This is an optimization exercise on Yosys and OpenROAD, whose aim is small area, not a production implementation. In this exercise RTL edits were held to simulation tests only and were not proved equivalent to the original. Power figures rest on the tool's default switching activity, not on a simulated workload.

Setup of run 1:
==> flow/design.v (excerpt) <==
module perf_mon_top (
    input  wire logic                                clk,
    input  wire logic                                reset,
    input  wire logic                                awvalid,
    output logic                                     awready,
    input  wire logic [perf_pkg::axil_addr_w-1:0]    awaddr,
    input  wire logic                                wvalid,
    output logic                                     wready,
    input  wire logic [perf_pkg::axil_data_w-1:0]    wdata,
    input  wire logic [perf_pkg::axil_data_w/8-1:0]  wstrb,
    output logic                                     bvalid,
    input  wire logic                                bready,
    output logic [1:0]                               bresp,
    input  wire logic                                arvalid,
    output logic                                     arready,
    input  wire logic [perf_pkg::axil_addr_w-1:0]    araddr,
    output logic                                     rvalid,
    input  wire logic                                rready,
    output logic [perf_pkg::axil_data_w-1:0]         rdata,
    output logic [1:0]                               rresp,
    output logic                                     tx_tvalid,
    output logic [perf_pkg::axis_data_w-1:0]         tx_tdata,
    output logic                                     tx_tlast,
    input  wire logic                                tx_tready,
    input  wire logic                                rx_tvalid,
  ...
export LEC_CHECK = 0
export CAP_MARGIN = 0
export CORE_MARGIN = 2
export CORE_UTILIZATION = 60
export SLEW_MARGIN = 0
export BUFFER_PORTS_ARGS = -buffer_cell sky130_fd_sc_hd__buf_1
export CTS_ARGS = -sink_clustering_enable -repair_clock_nets -dont_use_dummy_load -buf_list sky130_fd_sc_hd__clkbuf_16 -sink_clustering_size 30 -sink_clustering_max_diameter 60
create_clock -name core_clock -period 6.0 [get_ports {clk}]
standard.sh (not shown) runs the stock make flow with config.mk's settings and CLKGATE_MAP_FILE= SYNTH_SCRIPT=/design/flow/synth_recipe.tcl, a recipe that flattens the netlist after the stock synthesis.
==> flow/flow/run.sh <==
#!/bin/bash
# Own layout flow: the standard ORFS flow, with the smallest buffer on
# each port and a clock tree of small buffers built without dummy loads.
set -euo pipefail
cat >> config.mk <<'EOC'
export BUFFER_PORTS_ARGS = -buffer_cell sky130_fd_sc_hd__buf_1
export CTS_ARGS = -sink_clustering_enable -repair_clock_nets -dont_use_dummy_load -buf_list sky130_fd_sc_hd__clkbuf_16 -sink_clustering_size 30 -sink_clustering_max_diameter 60
EOC
bash standard.sh > flow_make.log 2>&1
> inputs changed (run 1 -> run 2)
Settings: a change of CTS_ARGS from -sink_clustering_enable -repair_clock_nets -dont_use_dummy_load -buf_list sky130_fd_sc_hd__clkbuf_16 -sink_clustering_size 30 -sink_clustering_max_diameter 60 to -sink_clustering_enable -repair_clock_nets -dont_use_dummy_load -buf_list sky130_fd_sc_hd__clkbuf_8 -sink_clustering_size 16 -sink_clustering_max_diameter 60.
--- a/flow/flow/run.sh
+++ b/flow/flow/run.sh
@@ -6,3 +6,3 @@
 export BUFFER_PORTS_ARGS = -buffer_cell sky130_fd_sc_hd__buf_1
-export CTS_ARGS = -sink_clustering_enable -repair_clock_nets -dont_use_dummy_load -buf_list sky130_fd_sc_hd__clkbuf_16 -sink_clustering_size 30 -sink_clustering_max_diameter 60
+export CTS_ARGS = -sink_clustering_enable -repair_clock_nets -dont_use_dummy_load -buf_list sky130_fd_sc_hd__clkbuf_8 -sink_clustering_size 16 -sink_clustering_max_diameter 60
 EOC
Results
Taking run 1 as 1.0, run 2 lands at 0.76 on clock network power. Relative to run 1, fraction of the core area covered by cells at the end of the flow has decreased by 0.86 points in run 2. Relative to run 1, the final total power measured on run 2 has decreased by a little under 10%.
Modified inputs, run 3 compared to run 2
Settings: swapping 60 for 70 in CORE_UTILIZATION.
==> comparison <==
Run 3 — register-to-register slack 80 ps higher, run 2 as reference. Run 3 reports a higher non-clock buffer count in the final layout than run 2 does. Worst hold slack (higher): run 2. Any difference in cell area between run 2 and run 3 is small enough to ignore. Run 2 has lower post-route worst setup slack than run 3.
What run 4 does differently from run 3 at the input level:
Settings: an added GPL_TIMING_DRIVEN of 0; a change of SLEW_MARGIN from 0 to 20; a change of CAP_MARGIN from 0 to 20; a change of CORE_UTILIZATION from 70 to 40.
Results
- Of run 3 and run 4, the run reporting the lower worst setup timing slack at the placement stage was run 4.
- Run 4 against run 3: arrival time of data at the critical path endpoint shows an increase of 270 ps; clock tree buffer count of the final layout shows an increase of 2.

========
perf_mon_top, a different RTL version from the one above (not shown whole).
Size: about 540 flip-flops, about 280 I/O pins.
Settings: LEC_CHECK=0, CAP_MARGIN=20, CORE_MARGIN=2, CORE_UTILIZATION=40, SLEW_MARGIN=20, BUFFER_PORTS_ARGS=-buffer_cell sky130_fd_sc_hd__buf_1, CTS_ARGS=-sink_clustering_enable -repair_clock_nets -dont_use_dummy_load -buf_list sky130_fd_sc_hd__clkbuf_2; clock period 6.0 ns.
==> flow/flow/run.sh <==
#!/bin/bash
# Own layout flow: the standard ORFS flow, with the smallest buffer on
# each port and a clock tree of small buffers built without dummy loads.
set -euo pipefail
cat >> config.mk <<'EOC'
export BUFFER_PORTS_ARGS = -buffer_cell sky130_fd_sc_hd__buf_1
export CTS_ARGS = -sink_clustering_enable -repair_clock_nets -dont_use_dummy_load -buf_list sky130_fd_sc_hd__clkbuf_2
EOC
bash standard.sh > flow_make.log 2>&1
The baseline passed the timing, design-rule and antenna checks.
==> next run, changes <==
==> flow/flow/run.sh (replaced) <==
#!/bin/bash
# Own layout flow: the standard ORFS flow, with the smallest buffer on
# each port and a clock tree of small buffers built without dummy loads.
set -euo pipefail
cat >> config.mk <<'EOC'
export BUFFER_PORTS_ARGS = -buffer_cell sky130_fd_sc_hd__buf_1
export CTS_ARGS = -sink_clustering_enable -repair_clock_nets -dont_use_dummy_load -buf_list sky130_fd_sc_hd__clkbuf_4
EOC
bash standard.sh > flow_make.log 2>&1
- CTS_ARGS: -sink_clustering_enable -repair_clock_nets -dont_use_dummy_load -buf_list sky130_fd_sc_hd__clkbuf_2 -> -sink_clustering_enable -repair_clock_nets -dont_use_dummy_load -buf_list sky130_fd_sc_hd__clkbuf_4
Effect: The new run finished clean; global-route usage stays flat; setup slack improved by 51 ps; first-iteration DRC count barely changes; power rose by 7.2%; routed wire length stays flat; die area does not change.
==> next run, changes <==
==> flow/flow/run.sh (replaced) <==
#!/bin/bash
# Own layout flow: the standard ORFS flow, with smaller port buffers and
# a clock tree built without dummy loads.
set -euo pipefail
cat >> config.mk <<'EOC'
export BUFFER_PORTS_ARGS = -buffer_cell sky130_fd_sc_hd__buf_1
export CTS_ARGS = -sink_clustering_enable -repair_clock_nets -dont_use_dummy_load
EOC
bash standard.sh > flow_make.log 2>&1
- CTS_ARGS: -sink_clustering_enable -repair_clock_nets -dont_use_dummy_load -buf_list sky130_fd_sc_hd__clkbuf_4 -> -sink_clustering_enable -repair_clock_nets -dont_use_dummy_load
Result: The changed run finished with timing, DRC and antenna clean. Synthesized area stays the same. Sequential power hardly moves. Wire length goes down by about 1.2%. Design area goes up by about 1.2%.
==> next run, changes <==
==> flow/run.sh (new file) <==
#!/bin/bash
# synth_recipe.tcl (not shown) runs the flow's synth.tcl, then flattens the netlist and writes it again
# the make line also repeats each setting of config.mk as NAME=value (left out here)
make -C /OpenROAD-flow-scripts/flow DESIGN_CONFIG=/design/flow/config.mk WORK_HOME=/design/flow/orfs CLKGATE_MAP_FILE= SYNTH_SCRIPT=/design/flow/synth_recipe.tcl finish
- BUFFER_PORTS_ARGS: -buffer_cell sky130_fd_sc_hd__buf_1 -> not set
- CTS_ARGS: -sink_clustering_enable -repair_clock_nets -dont_use_dummy_load -> not set
removed: flow/flow/run.sh
removed: flow/standard.sh
Die area does not change.
First-iteration DRC count rose by 5.2%.
Power rose by 11%.

separate check: timing with driven ports:
No port has a modelled driver above. Below, the same layouts with a new extraction and two added sets of constraints.
Step 1: set_driving_cell puts a clkbuf_16 on clk and a buf_2 on each other input, an assumption about the parent block.
Step 2 moves the port delays by t, midway between the first and last clock arrival at a register: inputs arrive t later, outputs are due t later. That takes back most of the time a late clock gives input paths.
a / b / c = no drivers / after step 1 / after step 2; a / b = the first two.
| run | shift t [ns] | slack for setup (ns) | worst setup path at the end | slew at the worst register clock pin (ns) |
|---|---|---|---|---|
| run 1 | 0.634 | 0.452 / 0.452 / 0.281 | input to register | 0.10 / 0.10 |
| run 2 | 0.697 | 0.466 / 0.466 / 0.323 | input to register | 0.11 / 0.11 |
| run 3 | 0.710 | 0.547 / 0.547 / 0.547 | register to register | 0.11 / 0.11 |
| run 4 | 0.710 | 0.297 / 0.297 / 0.151 | input to register | 0.11 / 0.11 |
| the first run of note 2 | 1.315 | 0.399 / 0.399 / 0.281 | input to register | 0.11 / 0.11 |
| the second run of note 2 | 1.004 | 0.450 / 0.450 / 0.348 | input to register | 0.07 / 0.07 |
| the third run of note 2 | 0.667 | 0.475 / 0.475 / 0.354 | input to register | 0.06 / 0.06 |
| the fourth run of note 2 | 0.690 | 0.537 / 0.537 / -0.020 | input to register | 0.07 / 0.07 |
Met with ideal ports but missed after step 2: setup timing in the fourth run of note 2. The setup slack of the fourth run of note 2, which loses most, moves by 0.000 ns with the drivers and by -0.557 ns with both steps.
